From an optimization exercise on the open Yosys and OpenROAD flow, aimed at small area, a short achievable clock period and few clock cycles per item; shortcuts taken in it are not production practice.
In this exercise RTL edits were held to simulation tests only and were not proved equivalent to the original.

// rgbw_linear_fade_engine
module rgbw_linear_fade_engine #(
  parameter int LEVEL_BITS = 10
) (
  input  logic                  clk,
  input  logic                  rst,
  input  logic                  in_valid,
  output logic                  in_ready,
  input  logic                  cmd,
  input  logic [LEVEL_BITS-1:0] channel_0,
  input  logic [LEVEL_BITS-1:0] channel_1,
  input  logic [LEVEL_BITS-1:0] channel_2,
  input  logic [LEVEL_BITS-1:0] channel_3,
  input  logic                  fade_on,
  output logic                  out_valid,
  input  logic                  out_ready,
  output logic [LEVEL_BITS-1:0] drive_0,
  output logic [LEVEL_BITS-1:0] drive_1,
  output logic [LEVEL_BITS-1:0] drive_2,
  output logic [LEVEL_BITS-1:0] drive_3,
  output logic                  fade_done,
  input  logic                  cfg_valid,
  output logic                  cfg_ready,
  input  logic [7:0]            cfg_data
);
For scale: ~1,700 cells after synthesis, ~0.015 mm^2 of cells after synthesis.
Settings: LEC_CHECK=0, CAP_MARGIN=20, CORE_MARGIN=2, CORE_UTILIZATION=40, SETUP_SLACK_MARGIN=4.75, SLEW_MARGIN=20; clock period 8.5 ns.
run.sh (not shown) runs the stock make flow with config.mk's settings and CLKGATE_MAP_FILE= SYNTH_SCRIPT=/design/flow/synth_recipe.tcl, a recipe that flattens the netlist after the stock synthesis.
Testbench counts at the start, summed over its fixed seeds: cycles 41,136, results 13,995.
Rerun with:
--- a/flow/config.mk
+++ b/flow/config.mk
@@ -10,2 +10,2 @@
-export CORE_UTILIZATION = 40
-export SETUP_SLACK_MARGIN = 4.75
+export CORE_UTILIZATION = 65
+export SETUP_SLACK_MARGIN = 5
What happened:
- hold slack is better by 41 ps
- worst setup slack is worse by 71 ps
- via count rises by a little under a tenth
Rerun with:
--- a/flow/config.mk
+++ b/flow/config.mk
@@ -10,2 +10,2 @@
-export CORE_UTILIZATION = 65
-export SETUP_SLACK_MARGIN = 5
+export CORE_UTILIZATION = 40
+export SETUP_SLACK_MARGIN = 4.5
Outcome: Worst setup slack got worse by 160 ps. Utilization decreases by 34 points. Wire length decreases by 8.0%. Global-route usage decreases by 13 points. Die area increases by 61%. Via count decreases by 10%. Synthesized area does not change.
Rerun with:
--- a/flow/config.mk
+++ b/flow/config.mk
@@ -11 +11 @@
-export SETUP_SLACK_MARGIN = 4.5
+export SETUP_SLACK_MARGIN = 4
@@ -12,0 +13 @@
+export TNS_END_PERCENT = 100
Worst setup slack gets worse by 480 ps. Cell count goes down by 0.56%. Clock skew goes up by 8.5 ps. Wire length goes down by 0.79%. Area after synthesis is unchanged. Global-route usage stays flat.

---

## job 2371
Starting RTL as in the previous note.
make LEC_CHECK=0 CAP_MARGIN=20 CORE_MARGIN=2 CORE_UTILIZATION=40 CTS_CLUSTER_DIAMETER=80 CTS_CLUSTER_SIZE=30 SETUP_SLACK_MARGIN=4.75 SLEW_MARGIN=20 finish   # period 8.5 ns
Testbench counts of job 2371, summed over its fixed seeds: cycles 41,136, results 13,995.
Inputs modified between job 2371 and job 7261:
# job 2371
export LEC_CHECK = 0
export CAP_MARGIN = 20
export CORE_MARGIN = 2
export CORE_UTILIZATION = 40
export CTS_CLUSTER_DIAMETER = 80
export CTS_CLUSTER_SIZE = 30
export SETUP_SLACK_MARGIN = 4.75
export SLEW_MARGIN = 20
create_clock -name core_clock -period 8.5 [get_ports {clk}]
# job 7261
export LEC_CHECK = 0
export CAP_MARGIN = 20
export CORE_MARGIN = 2
export CORE_UTILIZATION = 40
export SETUP_SLACK_MARGIN = 5
export SLEW_MARGIN = 20
create_clock -name core_clock -period 8.5 [get_ports {clk}]
Notes after the runs:
Higher global-route usage among job 2371 and job 7261: job 7261. Comparing job 7261 with job 2371, the maximum count of clock buffers along a single path came out essentially unchanged. Job 7261 ended up with mag_q[1][1] as its timing startpoint of the critical path; job 2371 ended up with pcolor_q. Compare job 2371 and job 7261 | number of fill cells lower: job 7261. Compared with job 2371, in job 7261 setup slack went up 0.075 ns, post-detailed-placement cell area neither gained nor lost much. In the metrics for job 2371 and job 7261, the one carrying the higher post-route clock period utilization is job 2371.
The following lists how job 2997 was set up differently from job 7261:
# job 7261
export LEC_CHECK = 0
export CAP_MARGIN = 20
export CORE_MARGIN = 2
export CORE_UTILIZATION = 40
export SETUP_SLACK_MARGIN = 5
export SLEW_MARGIN = 20
create_clock -name core_clock -period 8.5 [get_ports {clk}]
# job 2997
export LEC_CHECK = 0
export CAP_MARGIN = 20
export CORE_MARGIN = 2
export CORE_UTILIZATION = 40
export CTS_CLUSTER_DIAMETER = 60
export CTS_CLUSTER_SIZE = 30
export SETUP_SLACK_MARGIN = 4.75
export SLEW_MARGIN = 20
create_clock -name core_clock -period 8.5 [get_ports {clk}]
### Flow results
- Relative to job 7261, the routed wire length of job 2997 is lower by about 8%.
- pcolor_q as the worst setup path startpoint was reported by job 2997, and mag_q[1][1] by job 7261.
- Lower design area goes to job 2997 over job 7261.
- Going from job 7261 to job 2997, layout overhead on the synthesized area shrinks by 8.4 points.
- Diff job 7261 -> job 2997 | critical path data required time | decrease of 0.16 ns
- Final period utilization for job 2997: 1.0 points up relative to job 7261
- Between job 7261 and job 2997, number of buffers added for setup after CTS is higher for job 7261, job 2997 comes in under that.
- Job 2997 gives more shortest period the worst path allows than job 7261 did.
- Run comparison: job 7261 critical path endpoint n_q[5]; job 2997 critical path endpoint d_q[3][8]
Here is what was changed in the inputs of job 7903 compared with job 2997.
# job 2997
export LEC_CHECK = 0
export CAP_MARGIN = 20
export CORE_MARGIN = 2
export CORE_UTILIZATION = 40
export CTS_CLUSTER_DIAMETER = 60
export CTS_CLUSTER_SIZE = 30
export SETUP_SLACK_MARGIN = 4.75
export SLEW_MARGIN = 20
create_clock -name core_clock -period 8.5 [get_ports {clk}]
# job 7903
export LEC_CHECK = 0
export CAP_MARGIN = 20
export CORE_MARGIN = 2
export CORE_UTILIZATION = 40
export CTS_CLUSTER_DIAMETER = 80
export CTS_CLUSTER_SIZE = 40
export SETUP_SLACK_MARGIN = 4.75
export SLEW_MARGIN = 20
create_clock -name core_clock -period 8.5 [get_ports {clk}]
==> comparison <==
In summary, job 7903 completed successfully, with a layout that passed the timing, DRC and antenna checks.
Job 7903 vs job 2997 on non-clock buffer count: job 7903 is the higher one.
Re number of buffers added for setup after CTS: job 2997 was higher than job 7903.
The final worst setup slack of job 7903 is lower than that of job 2997.
Comparing job 7903 with job 2997, the global-route wire length before repair came out essentially unchanged.
The post-route cell area of job 7903 was superior to that of job 2997.
Changes observed in job 7903 relative to job 2997: number of antenna violations at the first check in global routing dropped 1, fraction of layout cells with a size suffix above 1 lower.

## re-timing with driven ports
No port has a modelled driver above. Below, the same layouts with a new extraction and two added sets of constraints.
Step 1 sets driving cells, clkbuf_16 on the clock port and buf_2 on the other inputs (assumed; they add their load-dependent delay and slew).
Step 2 adds t to the input delays and takes it off the output delays; t is the mean of the earliest and latest rising clock arrival at the registers after step 1. Input paths then give back, and output paths get back, about the clock's delay inside the block.
a / b / c = ideal ports / drivers / drivers and shift; a / b = the first two.
run	shift t [ns]	slack for setup (ns)	hold WS [ns]	worst setup path after step 2	worst slew at a driven data input, ns
the first run of note 1	0.593	4.856 / 4.856 / 4.298	0.430 / 0.430 / 0.430	input to register	0.04
the second run of note 1	0.585	4.784 / 4.784 / 4.506	0.471 / 0.471 / 0.471	input to register	0.04
the third run of note 1	0.605	4.623 / 4.623 / 4.101	0.438 / 0.438 / 0.438	input to register	0.04
the fourth run of note 1	0.593	4.142 / 4.142 / 3.852	0.428 / 0.428 / 0.428	input to register	0.05
job 2371	0.558	4.858 / 4.858 / 4.339	0.471 / 0.471 / 0.471	input to register	0.04
job 7261	0.601	4.934 / 4.934 / 4.395	0.433 / 0.433 / 0.433	input to register	0.05
job 2997	0.590	4.847 / 4.847 / 4.300	0.406 / 0.406 / 0.406	input to register	0.04
job 7903	0.557	4.843 / 4.843 / 4.333	0.446 / 0.446 / 0.446	input to register	0.04
After both steps every run listed still meets setup and hold. For the first run of note 1, which loses most, drivers alone change the setup slack by 0.000 ns; drivers and shift together by -0.558 ns.
